What follows belongs to an exercise in optimizing a design on an open flow for small area and a short achievable clock period; a production flow would make more cautious choices. Function was checked by simulation only, so behaviour that the tests miss may differ from the original.

$ cat flow/run.sh
#!/bin/bash
# synth_recipe.tcl (not shown) runs the flow's synth.tcl, then flattens the netlist and writes it again
# the make line also repeats each setting of config.mk as NAME=value (left out here)
make -C /OpenROAD-flow-scripts/flow DESIGN_CONFIG=/design/flow/config.mk WORK_HOME=/design/flow/orfs CLKGATE_MAP_FILE= SYNTH_SCRIPT=/design/flow/synth_recipe.tcl finish
$ cat flow/config.mk
export PLATFORM = sky130hd
export DESIGN_NAME = fp_recip
export DESIGN_NICKNAME = fp_recip
export VERILOG_FILES = /design/flow/design.v
export SDC_FILE = /design/flow/constraint.sdc
export NUM_CORES = 4
export LEC_CHECK = 0
export CAP_MARGIN = 20
export CORE_MARGIN = 2
export CORE_UTILIZATION = 40
export SLEW_MARGIN = 20
$ cat flow/constraint.sdc
create_clock -name core_clock -period 12.0 [get_ports {clk}]
set_input_delay 2.4000 -clock core_clock [delete_from_list [all_inputs] [get_ports {clk}]]
set_output_delay 2.4000 -clock core_clock [all_outputs]
set_load 0.01 [all_outputs]
$ cat flow/design.v
`timescale 1ns/1ps
`default_nettype none
module fp_recip
(
  input  logic        clk,
  input  logic        reset,
  input  logic        in_valid,
  input  logic [31:0] in_word,
  output logic        out_valid,
  output logic [31:0] out_word
);
  logic [7:0] q_in;
  logic [6:0] s_in;    
  always_comb begin
    q_in = 8'd0;
    s_in = 7'd0;
    case (in_word[22:15])
      8'd0: begin q_in = 8'd255; s_in = 7'd0; end
      8'd1: begin q_in = 8'd254; s_in = 7'd1; end
      8'd2: begin q_in = 8'd252; s_in = 7'd4; end
      8'd3: begin q_in = 8'd250; s_in = 7'd9; end
      8'd4: begin q_in = 8'd248; s_in = 7'd16; end
      8'd5: begin q_in = 8'd246; s_in = 7'd25; end
      8'd6: begin q_in = 8'd244; s_in = 7'd36; end
      8'd7: begin q_in = 8'd242; s_in = 7'd49; end
      8'd8: begin q_in = 8'd240; s_in = 7'd64; end
      8'd9: begin q_in = 8'd238; s_in = 7'd81; end
      8'd10: begin q_in = 8'd236; s_in = 7'd100; end
      8'd11: begin q_in = 8'd234; s_in = 7'd121; end
      8'd12: begin q_in = 8'd233; s_in = 7'd4; end
      8'd13: begin q_in = 8'd231; s_in = 7'd28; end
      8'd14: begin q_in = 8'd229; s_in = 7'd54; end
      8'd15: begin q_in = 8'd227; s_in = 7'd82; end
      8'd16: begin q_in = 8'd225; s_in = 7'd112; end
      8'd17: begin q_in = 8'd224; s_in = 7'd0; end
      8'd18: begin q_in = 8'd222; s_in = 7'd33; end
      8'd19: begin q_in = 8'd220; s_in = 7'd68; end
      8'd20: begin q_in = 8'd218; s_in = 7'd105; end
      8'd21: begin q_in = 8'd217; s_in = 7'd124; end
      8'd22: begin q_in = 8'd215; s_in = 7'd36; end
      8'd23: begin q_in = 8'd213; s_in = 7'd78; end
      8'd24: begin q_in = 8'd212; s_in = 7'd100; end
      8'd25: begin q_in = 8'd210; s_in = 7'd17; end
      8'd26: begin q_in = 8'd208; s_in = 7'd64; end
      8'd27: begin q_in = 8'd207; s_in = 7'd88; end
      8'd28: begin q_in = 8'd205; s_in = 7'd10; end
      8'd29: begin q_in = 8'd203; s_in = 7'd62; end
      8'd30: begin q_in = 8'd202; s_in = 7'd89; end
      8'd31: begin q_in = 8'd200; s_in = 7'd16; end
      8'd32: begin q_in = 8'd199; s_in = 7'd44; end
      8'd33: begin q_in = 8'd197; s_in = 7'd102; end
      8'd34: begin q_in = 8'd195; s_in = 7'd34; end
      8'd35: begin q_in = 8'd194; s_in = 7'd65; end
      8'd36: begin q_in = 8'd192; s_in = 7'd0; end
      8'd37: begin q_in = 8'd191; s_in = 7'd32; end
      8'd38: begin q_in = 8'd189; s_in = 7'd98; end
      8'd39: begin q_in = 8'd188; s_in = 7'd4; end
      8'd40: begin q_in = 8'd186; s_in = 7'd73; end
      8'd41: begin q_in = 8'd185; s_in = 7'd108; end
      8'd42: begin q_in = 8'd183; s_in = 7'd52; end
      8'd43: begin q_in = 8'd182; s_in = 7'd89; end
      8'd44: begin q_in = 8'd180; s_in = 7'd36; end
      8'd45: begin q_in = 8'd179; s_in = 7'd74; end
      8'd46: begin q_in = 8'd178; s_in = 7'd113; end
      8'd47: begin q_in = 8'd176; s_in = 7'd64; end
      8'd48: begin q_in = 8'd175; s_in = 7'd104; end
      8'd49: begin q_in = 8'd173; s_in = 7'd58; end
      8'd50: begin q_in = 8'd172; s_in = 7'd100; end
      8'd51: begin q_in = 8'd170; s_in = 7'd57; end
      8'd52: begin q_in = 8'd169; s_in = 7'd100; end
      8'd53: begin q_in = 8'd168; s_in = 7'd16; end
      8'd54: begin q_in = 8'd166; s_in = 7'd105; end
      8'd55: begin q_in = 8'd165; s_in = 7'd22; end
      8'd56: begin q_in = 8'd164; s_in = 7'd68; end
      8'd57: begin q_in = 8'd162; s_in = 7'd33; end
      8'd58: begin q_in = 8'd161; s_in = 7'd80; end
      8'd59: begin q_in = 8'd160; s_in = 7'd0; end
      8'd60: begin q_in = 8'd158; s_in = 7'd97; end
      8'd61: begin q_in = 8'd157; s_in = 7'd18; end
      8'd62: begin q_in = 8'd156; s_in = 7'd68; end
      8'd63: begin q_in = 8'd154; s_in = 7'd41; end
      8'd64: begin q_in = 8'd153; s_in = 7'd92; end
      8'd65: begin q_in = 8'd152; s_in = 7'd16; end
      8'd66: begin q_in = 8'd151; s_in = 7'd68; end
      8'd67: begin q_in = 8'd149; s_in = 7'd46; end
      8'd68: begin q_in = 8'd148; s_in = 7'd100; end
      8'd69: begin q_in = 8'd147; s_in = 7'd26; end
      8'd70: begin q_in = 8'd146; s_in = 7'd81; end
      8'd71: begin q_in = 8'd144; s_in = 7'd64; end
      8'd72: begin q_in = 8'd143; s_in = 7'd120; end
      8'd73: begin q_in = 8'd142; s_in = 7'd49; end
      8'd74: begin q_in = 8'd141; s_in = 7'd106; end
      8'd75: begin q_in = 8'd139; s_in = 7'd94; end
      8'd76: begin q_in = 8'd138; s_in = 7'd25; end
      8'd77: begin q_in = 8'd137; s_in = 7'd84; end
      8'd78: begin q_in = 8'd136; s_in = 7'd16; end
      8'd79: begin q_in = 8'd135; s_in = 7'd76; end
      8'd80: begin q_in = 8'd134; s_in = 7'd9; end
      8'd81: begin q_in = 8'd132; s_in = 7'd4; end
      8'd82: begin q_in = 8'd131; s_in = 7'd66; end
      8'd83: begin q_in = 8'd130; s_in = 7'd1; end
      8'd84: begin q_in = 8'd129; s_in = 7'd64; end
      8'd85: begin q_in = 8'd128; s_in = 7'd0; end
      8'd86: begin q_in = 8'd127; s_in = 7'd64; end
      8'd87: begin q_in = 8'd126; s_in = 7'd1; end
      8'd88: begin q_in = 8'd125; s_in = 7'd66; end
      8'd89: begin q_in = 8'd123; s_in = 7'd70; end
      8'd90: begin q_in = 8'd122; s_in = 7'd9; end
      8'd91: begin q_in = 8'd121; s_in = 7'd76; end
      8'd92: begin q_in = 8'd120; s_in = 7'd16; end
      8'd93: begin q_in = 8'd119; s_in = 7'd84; end
      8'd94: begin q_in = 8'd118; s_in = 7'd25; end
      8'd95: begin q_in = 8'd117; s_in = 7'd94; end
      8'd96: begin q_in = 8'd116; s_in = 7'd36; end
      8'd97: begin q_in = 8'd115; s_in = 7'd106; end
      8'd98: begin q_in = 8'd114; s_in = 7'd49; end
      8'd99: begin q_in = 8'd113; s_in = 7'd120; end
      8'd100: begin q_in = 8'd112; s_in = 7'd64; end
      8'd101: begin q_in = 8'd111; s_in = 7'd8; end
      8'd102: begin q_in = 8'd110; s_in = 7'd81; end
      8'd103: begin q_in = 8'd109; s_in = 7'd26; end
      8'd104: begin q_in = 8'd108; s_in = 7'd100; end
      8'd105: begin q_in = 8'd107; s_in = 7'd46; end
      8'd106: begin q_in = 8'd106; s_in = 7'd121; end
      8'd107: begin q_in = 8'd105; s_in = 7'd68; end
      8'd108: begin q_in = 8'd104; s_in = 7'd16; end
      8'd109: begin q_in = 8'd103; s_in = 7'd92; end
      8'd110: begin q_in = 8'd102; s_in = 7'd41; end
      8'd111: begin q_in = 8'd101; s_in = 7'd118; end
      8'd112: begin q_in = 8'd100; s_in = 7'd68; end
      8'd113: begin q_in = 8'd99; s_in = 7'd18; end
      8'd114: begin q_in = 8'd98; s_in = 7'd97; end
      8'd115: begin q_in = 8'd97; s_in = 7'd48; end
      8'd116: begin q_in = 8'd96; s_in = 7'd0; end
      8'd117: begin q_in = 8'd95; s_in = 7'd80; end
      8'd118: begin q_in = 8'd94; s_in = 7'd33; end
      8'd119: begin q_in = 8'd93; s_in = 7'd114; end
      8'd120: begin q_in = 8'd92; s_in = 7'd68; end
      8'd121: begin q_in = 8'd91; s_in = 7'd22; end
      8'd122: begin q_in = 8'd90; s_in = 7'd105; end
      8'd123: begin q_in = 8'd89; s_in = 7'd60; end
      8'd124: begin q_in = 8'd88; s_in = 7'd16; end
      8'd125: begin q_in = 8'd88; s_in = 7'd16; end
      8'd126: begin q_in = 8'd87; s_in = 7'd100; end
      8'd127: begin q_in = 8'd86; s_in = 7'd57; end
      8'd128: begin q_in = 8'd85; s_in = 7'd14; end
      8'd129: begin q_in = 8'd84; s_in = 7'd100; end
      8'd130: begin q_in = 8'd83; s_in = 7'd58; end
      8'd131: begin q_in = 8'd82; s_in = 7'd17; end
      8'd132: begin q_in = 8'd81; s_in = 7'd104; end
      8'd133: begin q_in = 8'd80; s_in = 7'd64; end
      8'd134: begin q_in = 8'd80; s_in = 7'd64; end
      8'd135: begin q_in = 8'd79; s_in = 7'd24; end
      8'd136: begin q_in = 8'd78; s_in = 7'd113; end
      8'd137: begin q_in = 8'd77; s_in = 7'd74; end
      8'd138: begin q_in = 8'd76; s_in = 7'd36; end
      8'd139: begin q_in = 8'd75; s_in = 7'd126; end
      8'd140: begin q_in = 8'd74; s_in = 7'd89; end
      8'd141: begin q_in = 8'd74; s_in = 7'd89; end
      8'd142: begin q_in = 8'd73; s_in = 7'd52; end
      8'd143: begin q_in = 8'd72; s_in = 7'd16; end
      8'd144: begin q_in = 8'd71; s_in = 7'd108; end
      8'd145: begin q_in = 8'd70; s_in = 7'd73; end
      8'd146: begin q_in = 8'd70; s_in = 7'd73; end
      8'd147: begin q_in = 8'd69; s_in = 7'd38; end
      8'd148: begin q_in = 8'd68; s_in = 7'd4; end
      8'd149: begin q_in = 8'd67; s_in = 7'd98; end
      8'd150: begin q_in = 8'd66; s_in = 7'd65; end
      8'd151: begin q_in = 8'd66; s_in = 7'd65; end
      8'd152: begin q_in = 8'd65; s_in = 7'd32; end
      8'd153: begin q_in = 8'd64; s_in = 7'd0; end
      8'd154: begin q_in = 8'd63; s_in = 7'd96; end
      8'd155: begin q_in = 8'd62; s_in = 7'd65; end
      8'd156: begin q_in = 8'd62; s_in = 7'd65; end
      8'd157: begin q_in = 8'd61; s_in = 7'd34; end
      8'd158: begin q_in = 8'd60; s_in = 7'd4; end
      8'd159: begin q_in = 8'd59; s_in = 7'd102; end
      8'd160: begin q_in = 8'd59; s_in = 7'd102; end
      8'd161: begin q_in = 8'd58; s_in = 7'd73; end
      8'd162: begin q_in = 8'd57; s_in = 7'd44; end
      8'd163: begin q_in = 8'd56; s_in = 7'd16; end
      8'd164: begin q_in = 8'd56; s_in = 7'd16; end
      8'd165: begin q_in = 8'd55; s_in = 7'd116; end
      8'd166: begin q_in = 8'd54; s_in = 7'd89; end
      8'd167: begin q_in = 8'd53; s_in = 7'd62; end
      8'd168: begin q_in = 8'd53; s_in = 7'd62; end
      8'd169: begin q_in = 8'd52; s_in = 7'd36; end
      8'd170: begin q_in = 8'd51; s_in = 7'd10; end
      8'd171: begin q_in = 8'd50; s_in = 7'd113; end
      8'd172: begin q_in = 8'd50; s_in = 7'd113; end
      8'd173: begin q_in = 8'd49; s_in = 7'd88; end
      8'd174: begin q_in = 8'd48; s_in = 7'd64; end
      8'd175: begin q_in = 8'd48; s_in = 7'd64; end
      8'd176: begin q_in = 8'd47; s_in = 7'd40; end
      8'd177: begin q_in = 8'd46; s_in = 7'd17; end
      8'd178: begin q_in = 8'd46; s_in = 7'd17; end
      8'd179: begin q_in = 8'd45; s_in = 7'd122; end
      8'd180: begin q_in = 8'd44; s_in = 7'd100; end
      8'd181: begin q_in = 8'd43; s_in = 7'd78; end
      8'd182: begin q_in = 8'd43; s_in = 7'd78; end
      8'd183: begin q_in = 8'd42; s_in = 7'd57; end
      8'd184: begin q_in = 8'd41; s_in = 7'd36; end
      8'd185: begin q_in = 8'd41; s_in = 7'd36; end
      8'd186: begin q_in = 8'd40; s_in = 7'd16; end
      8'd187: begin q_in = 8'd39; s_in = 7'd124; end
      8'd188: begin q_in = 8'd39; s_in = 7'd124; end
      8'd189: begin q_in = 8'd38; s_in = 7'd105; end
      8'd190: begin q_in = 8'd37; s_in = 7'd86; end
      8'd191: begin q_in = 8'd37; s_in = 7'd86; end
      8'd192: begin q_in = 8'd36; s_in = 7'd68; end
      8'd193: begin q_in = 8'd35; s_in = 7'd50; end
      8'd194: begin q_in = 8'd35; s_in = 7'd50; end
      8'd195: begin q_in = 8'd34; s_in = 7'd33; end
      8'd196: begin q_in = 8'd33; s_in = 7'd16; end
      8'd197: begin q_in = 8'd33; s_in = 7'd16; end
      8'd198: begin q_in = 8'd32; s_in = 7'd0; end
      8'd199: begin q_in = 8'd32; s_in = 7'd0; end
      8'd200: begin q_in = 8'd31; s_in = 7'd112; end
      8'd201: begin q_in = 8'd30; s_in = 7'd97; end
      8'd202: begin q_in = 8'd30; s_in = 7'd97; end
      8'd203: begin q_in = 8'd29; s_in = 7'd82; end
      8'd204: begin q_in = 8'd28; s_in = 7'd68; end
      8'd205: begin q_in = 8'd28; s_in = 7'd68; end
      8'd206: begin q_in = 8'd27; s_in = 7'd54; end
      8'd207: begin q_in = 8'd27; s_in = 7'd54; end
      8'd208: begin q_in = 8'd26; s_in = 7'd41; end
      8'd209: begin q_in = 8'd25; s_in = 7'd28; end
      8'd210: begin q_in = 8'd25; s_in = 7'd28; end
      8'd211: begin q_in = 8'd24; s_in = 7'd16; end
      8'd212: begin q_in = 8'd24; s_in = 7'd16; end
      8'd213: begin q_in = 8'd23; s_in = 7'd4; end
      8'd214: begin q_in = 8'd22; s_in = 7'd121; end
      8'd215: begin q_in = 8'd22; s_in = 7'd121; end
      8'd216: begin q_in = 8'd21; s_in = 7'd110; end
      8'd217: begin q_in = 8'd21; s_in = 7'd110; end
      8'd218: begin q_in = 8'd20; s_in = 7'd100; end
      8'd219: begin q_in = 8'd19; s_in = 7'd90; end
      8'd220: begin q_in = 8'd19; s_in = 7'd90; end
      8'd221: begin q_in = 8'd18; s_in = 7'd81; end
      8'd222: begin q_in = 8'd18; s_in = 7'd81; end
      8'd223: begin q_in = 8'd17; s_in = 7'd72; end
      8'd224: begin q_in = 8'd17; s_in = 7'd72; end
      8'd225: begin q_in = 8'd16; s_in = 7'd64; end
      8'd226: begin q_in = 8'd15; s_in = 7'd56; end
      8'd227: begin q_in = 8'd15; s_in = 7'd56; end
      8'd228: begin q_in = 8'd14; s_in = 7'd49; end
      8'd229: begin q_in = 8'd14; s_in = 7'd49; end
      8'd230: begin q_in = 8'd13; s_in = 7'd42; end
      8'd231: begin q_in = 8'd13; s_in = 7'd42; end
      8'd232: begin q_in = 8'd12; s_in = 7'd36; end
      8'd233: begin q_in = 8'd12; s_in = 7'd36; end
      8'd234: begin q_in = 8'd11; s_in = 7'd30; end
      8'd235: begin q_in = 8'd10; s_in = 7'd25; end
      8'd236: begin q_in = 8'd10; s_in = 7'd25; end
      8'd237: begin q_in = 8'd9; s_in = 7'd20; end
      8'd238: begin q_in = 8'd9; s_in = 7'd20; end
      8'd239: begin q_in = 8'd8; s_in = 7'd16; end
      8'd240: begin q_in = 8'd8; s_in = 7'd16; end
      8'd241: begin q_in = 8'd7; s_in = 7'd12; end
      8'd242: begin q_in = 8'd7; s_in = 7'd12; end
      8'd243: begin q_in = 8'd6; s_in = 7'd9; end
      8'd244: begin q_in = 8'd6; s_in = 7'd9; end
      8'd245: begin q_in = 8'd5; s_in = 7'd6; end
      8'd246: begin q_in = 8'd5; s_in = 7'd6; end
      8'd247: begin q_in = 8'd4; s_in = 7'd4; end
      8'd248: begin q_in = 8'd4; s_in = 7'd4; end
      8'd249: begin q_in = 8'd3; s_in = 7'd2; end
      8'd250: begin q_in = 8'd3; s_in = 7'd2; end
      8'd251: begin q_in = 8'd2; s_in = 7'd1; end
      8'd252: begin q_in = 8'd2; s_in = 7'd1; end
      8'd253: begin q_in = 8'd1; s_in = 7'd0; end
      8'd254: begin q_in = 8'd1; s_in = 7'd0; end
      8'd255: begin q_in = 8'd0; s_in = 7'd0; end
      default: begin q_in = 8'd0; s_in = 7'd0; end
    endcase
  end
  logic        v1;
  logic        s1;
  logic [7:0]  e1;
  logic [22:0] m1;
  logic [7:0]  q1;
  logic [6:0]  sq1;
  always_ff @(posedge clk) begin
    if (reset) v1 <= 1'b0;
    else       v1 <= in_valid;
    s1  <= in_word[31];
    e1  <= in_word[30:23];
    m1  <= in_word[22:0];
    q1  <= q_in;
    sq1 <= s_in;
  end
  logic [8:0]  Q1;
  logic [8:0]  S1;
  logic [24:0] n0;
  logic [8:0]  dl;
  logic        mz1;
  logic [7:0]  eo1;
  assign Q1  = {1'b1, q1};
  assign S1  = {sq1, 1'b0, q1[0]};
  assign n0  = 25'(m1 * Q1) + {Q1[1:0], 23'd0};
  assign dl  = 9'(m1[8:0] * S1);
  assign mz1 = (m1 == 23'd0);
  assign eo1 = (e1 == 8'd254) ? 8'd0 : (8'd253 - e1 + {7'd0, mz1});
  logic        v2;
  logic        s2;
  logic [7:0]  eo2;
  logic        sub2;    
  logic        sub3;    
  logic [24:0] n02;
  logic [8:0]  dl2;
  logic [7:0]  q2;
  logic [22:0] m2;
  always_ff @(posedge clk) begin
    if (reset) v2 <= 1'b0;
    else       v2 <= v1;
    s2   <= s1;
    eo2  <= eo1;
    sub2 <= (e1 == 8'd253);
    sub3 <= (e1 == 8'd254);
    n02  <= n0;
    dl2  <= dl;
    q2   <= q1;
    m2   <= m1;
  end
  logic [8:0]  Q2;
  logic [23:0] a;
  logic        a24;
  logic [48:0] sq;
  logic [48:0] t;
  logic [16:0] d1;
  logic [15:0] d1c;
  logic [41:0] x1f;
  assign Q2  = {1'b1, q2};
  assign a   = n02[23:0];
  assign a24 = n02[24];
  always_comb begin
    sq = '0;
    for (int i = 0; i < 24; i++) begin
      sq = sq + (49'(a[i]) << (2*i));
      sq = sq + (49'(a & {24{a[i]}} & ~((24'd2 << i) - 24'd1)) << (i + 1));
    end
  end
  assign t   = sq + {a24, 48'd0} - (49'({24{a24}} & a) << 25)
             - 49'({1'b1, m2} * dl2) + 49'h0_FFFF_FFFF;
  assign d1  = t[48:32];
  assign d1c = d1[16] ? 16'd0 : d1[15:0];
  assign x1f = {1'b0, Q2, 32'd0} + 42'({9{a24}} & Q2) * 42'd33554432 + 42'd511 - 42'(n02 * Q2);
  logic        v3;
  logic        s3;
  logic [7:0]  eo3;
  logic        sub2_3;
  logic        sub3_3;
  logic [15:0] d13;
  logic [30:0] x13;    
  always_ff @(posedge clk) begin
    if (reset) v3 <= 1'b0;
    else       v3 <= v2;
    s3     <= s2;
    eo3    <= eo2;
    sub2_3 <= sub2;
    sub3_3 <= sub3;
    d13    <= d1c;
    x13    <= x1f[39:9];
  end
  logic [31:0] x1;
  logic        rnd;
  logic [64:0] y;
  logic [22:0] mo;
  assign x1  = {1'b1, x13};
  assign rnd = ~(sub2_3 | sub3_3);
  assign y   = 65'(d13 * x1) + {1'b0, x1, 32'd0} + 65'h0_FFFF_FFFF + {25'd0, rnd, 39'd0};
  always_comb begin
    if (sub3_3)      mo = y[64:42];
    else if (sub2_3) mo = y[63:41];
    else             mo = {y[62:41], y[40] & (y[39:32] != 8'd0)};
  end
  always_ff @(posedge clk) begin
    if (reset) out_valid <= 1'b0;
    else       out_valid <= v3;
    out_word <= {s3, eo3, mo};
  end
endmodule
`default_nettype wire
==> flow_metrics.tcl <==
set metrics [dict create \
    die_y_um 381 \
    cp_top_family "adder cells" \
    ys_seq_area_share_pct 7.62 \
    grt.overflow.total 0 \
    ctsHoldBuffers 0 \
    status "complete, no violations" \
    cts_buffer_depth 3 \
    hp-start "s2$_DFF_P_" \
    max_slew_margin_pct 24.8 \
    gp_congestion 0.925 \
    ys_seq_elements 216 \
    holdWs_ns 0.326 \
    finalNonFillerCells 8216 \
    port_buffers 67 \
    worst_slack_ns 2.80 \
    syn_inst 6435 \
    synth_edf_count 0 \
    start_util_pct 40.2 \
    wirelength_mm 160 \
    dp_slack_ns 2.73 \
    row_count 138 \
    endpoint_kind "register" \
    cp_max_fo 20 \
    crit_buf_inv 5 \
    synth_cell_types 93 \
    min_period_over_period_pct 76.6 \
    vias 42470 \
    stdcell_area_um2 60200 \
    yosys_warnings 1 \
    cts_tree "yes" \
    crit_end "d13[10]$_SDFF_PP0_" \
    min_period_ns 9.20 \
    post_cts_buffers 0 \
    worstPathRequired_ns 12.43 \
    layout-drive-gt1-share_pct 3.08 \
    wl_per_cell_um 19.4 \
    placed_cell_area_um2 59200 \
    rsz0062_at_grt "false" \
    drc 0 \
    num-nets-final 8131 \
    worstPathArrival_ns 9.62 \
    grt_pass1_vias 46146 \
    synthArstFlopShare_pct 0 \
    final_core_util_pct 42.6 \
    slowest_stage "clkinv_1" \
    antenna_found_initial 3 \
    worst_skew_pair.late_latency_ns 0.61 \
    hold_viol_final 0 \
    grt_pass1_wl_mm 261 \
    crit_type "register to register" \
    grtUsageMet1_pct 30.7 \
    core_um2 141000 \
    cp_num_cells 25 \
    maxCapViolations 0 \
    startpoint "n02[21]$_DFF_P_" \
    max_stage_delay_ns 0.88 \
    critPathLaunchType "register" \
    final_max_slew_viol_count 0 \
    place_inst 8162 \
    skew_ns 0.0394 \
    io_pins 68 \
    max_clock_freq_mhz 109 \
    tightestPinTransition_ns 1.13 \
    fill_cells 14093 \
    syn_to_final_growth_pct 5.99 \
    rr_endpoint "d13[10]$_SDFF_PP0_" \
    post_cts_resized 0 \
    die_area_um2 145000 \
    hold_path_class "register to register" \
    crit_path_frequent_cell "fa_1" \
    grt_max_degree 82 \
    clock-sinks 216 \
    grt_use_total_pct 22.7 \
    dr.pass1.iters 6 \
    htreeDepth 1 \
    cts_buffers 29 \
    met3_usage_pct 2.37 \
    routed_via_density 5.17 \
    rr_startpoint "n02[21]$_DFF_P_" \
    top_usage_layer "met2" \
    die_width_um 381 \
    dp_hpwl_mm 121 \
    path_clk_slew_ns 0.06 \
    antenna_left 0 \
    met2_usage_pct 38.2 \
    cts_root_buf "clkbuf_16" \
    avgSynthCellArea_um2 8.82 \
    r2r_setup_slack_ns 2.80 \
    setup_tns_ns 0 \
    syn_area_um2 56800 \
    ys.flop_type "dfxtp_1" \
    synth_nets 8263 \
    setup_viol 0 \
    first_iter_violations 2915 \
    r2r_cells 25 \
]
flip-flops by register name, summed over array words and instances, names as in the netlist, 7 cells and up:
register / flops
e1: 8
n02: 24
q1: 8
dl2: 9
out_word: 32
m2: 23
m1: 23
d13: 16
eo2: 8
x13: 31
sq1: 7
eo3: 8
q2: 8
cell type report:
type / count / area [um^2] / area share [%]
Multi-Input combinational cell: 4416 / 45600 / 75.8
Inverter: 1494 / 5610 / 9.32
Sequential cell: 216 / 4340 / 7.22
Tap cell: 1890 / 2360 / 3.93
Timing Repair Buffer: 146 / 1250 / 2.07
Clock buffer: 38 / 800 / 1.33
Clock inverter: 15 / 185 / 0.308
Antenna cell: 1 / 2.50 / 0.00416
cell families (layout without fill, tap and decap cells):
| family | after synthesis | after routing | share of synthesized area, % |
|---|---|---|---|
| adders and majority gates | 1793 | 1793 | 55.5 |
| xor gates and xnor gates | 109 | 109 | 1.69 |
| buffers and inverters | 1803 | 1693 | 12.0 |
| DFF | 216 | 216 | 7.62 |
| other | 0 | 1 | 0 |
| and+or+nand+nor | 1922 | 1922 | 16.0 |
| muxes | 21 | 21 | 0.483 |
| AOI/OAI and AO/OA | 571 | 571 | 6.67 |
worst min path at each step:
stage / end / cells past startpoint
CTS: out_word[26]$_DFF_P_ / 0
detailed placement: out_word[26]$_DFF_P_ / 0
global placement: s2$_DFF_P_ / 0
global route: eo3[4]$_DFF_P_ / 0
floorplan: eo3[0]$_DFF_P_ / 0
finish: s3$_DFF_P_ / 0
cell usage in the layout, fill, tap and decap left out, types with 78 or more instances in the layout:
cell     synthesis  final
and2_1         557    557
dfxtp_1        216    201
fa_1          1209   1209
buf_4            2     80
inv_1         1481   1481
o21ai_0        132    132
xnor2_1         78     78
nor2_1         347    347
a21oi_1        156    156
ha_1           584    584
nand2_1        805    805
worst register-to-register path, stage by stage (launching register included):
cell	delay, ns
dfxtp_1	0.74
clkinv_1	0.89
nor2_1	0.50
fa_1	0.49
inv_1	0.10
fa_1	0.40
ha_1	0.31
fa_1	0.53
inv_1	0.05
fa_1	0.46
fa_1	0.50
inv_1	0.05
fa_1	0.48
inv_1	0.05
ha_1	0.29
nand4_1	0.10
a211oi_1	0.35
nand3_1	0.25
a2111oi_2	0.50
a211oi_1	0.31
o21ai_2	0.38
a21oi_1	0.17
o31ai_2	0.34
a21oi_2	0.12
xnor2_2	0.54
nor3_1	0.15
cell usage after synthesis, drive strengths merged, types with 5 or more instances:
cell | instances | area share, %
a211oi | 33 | 0.46
nand3 | 39 | 0.34
dfxtp | 216 | 7.6
xor2 | 30 | 0.46
o31ai | 12 | 0.18
o311ai | 17 | 0.26
clkbuf | 283 | 1.9
xnor2 | 79 | 1.2
o22ai | 9 | 0.099
mux2i | 15 | 0.26
fa | 1209 | 43
o21a | 26 | 0.34
and4 | 6 | 0.097
nor2b | 20 | 0.22
o21bai | 5 | 0.066
a221o | 5 | 0.088
nor2 | 347 | 2.3
a21o | 34 | 0.45
or3 | 9 | 0.10
o2111ai | 6 | 0.093
mux4 | 5 | 0.20
or2 | 9 | 0.099
a21oi | 159 | 1.4
nor3 | 45 | 0.40
a221oi | 7 | 0.11
a31oi | 29 | 0.32
o211ai | 25 | 0.33
and2 | 559 | 6.2
nand3b | 6 | 0.079
buf | 24 | 0.19
nor3b | 10 | 0.13
a311oi | 11 | 0.18
nand4 | 22 | 0.24
and3 | 8 | 0.088
o221ai | 8 | 0.12
ha | 584 | 13
a2111oi | 10 | 0.24
nand2b | 19 | 0.21
inv | 1486 | 9.8
clkinv | 8 | 0.053
nand2 | 806 | 5.3
o21ai | 136 | 1.2
nor4 | 8 | 0.088
layer usage:
metal	routed length [um]	up-vias
li1	-	19023
met1	68700	21679
met2	75300	1465
met3	9720	303
met4	5980	0
met5	0	-

what the ideal ports hide:
Ports are ideal in the flow. The routed layout listed here was re-timed in OpenROAD. Step 1 assumes that a clkbuf_16 drives the clock port and a buf_2 every other input. Step 2 adds t to the input delays and takes it off the output delays; t is the mean of the earliest and latest rising clock arrival at the registers after step 1. Input paths then give back, and output paths get back, about the clock's delay inside the block. Three values: ideal, step 1, step 2; two values: the first two.
t (ns): 0.662
setup slack, ns: 2.805 / 2.805 / 2.805
hold slack, ns: 0.326 / 0.326 / 0.326
worst data-port slew with drivers (ns): 0.06
After both steps setup and hold are still met in this run. The setup slack of this run moves by 0.000 ns with the drivers and by 0.000 ns with both steps.
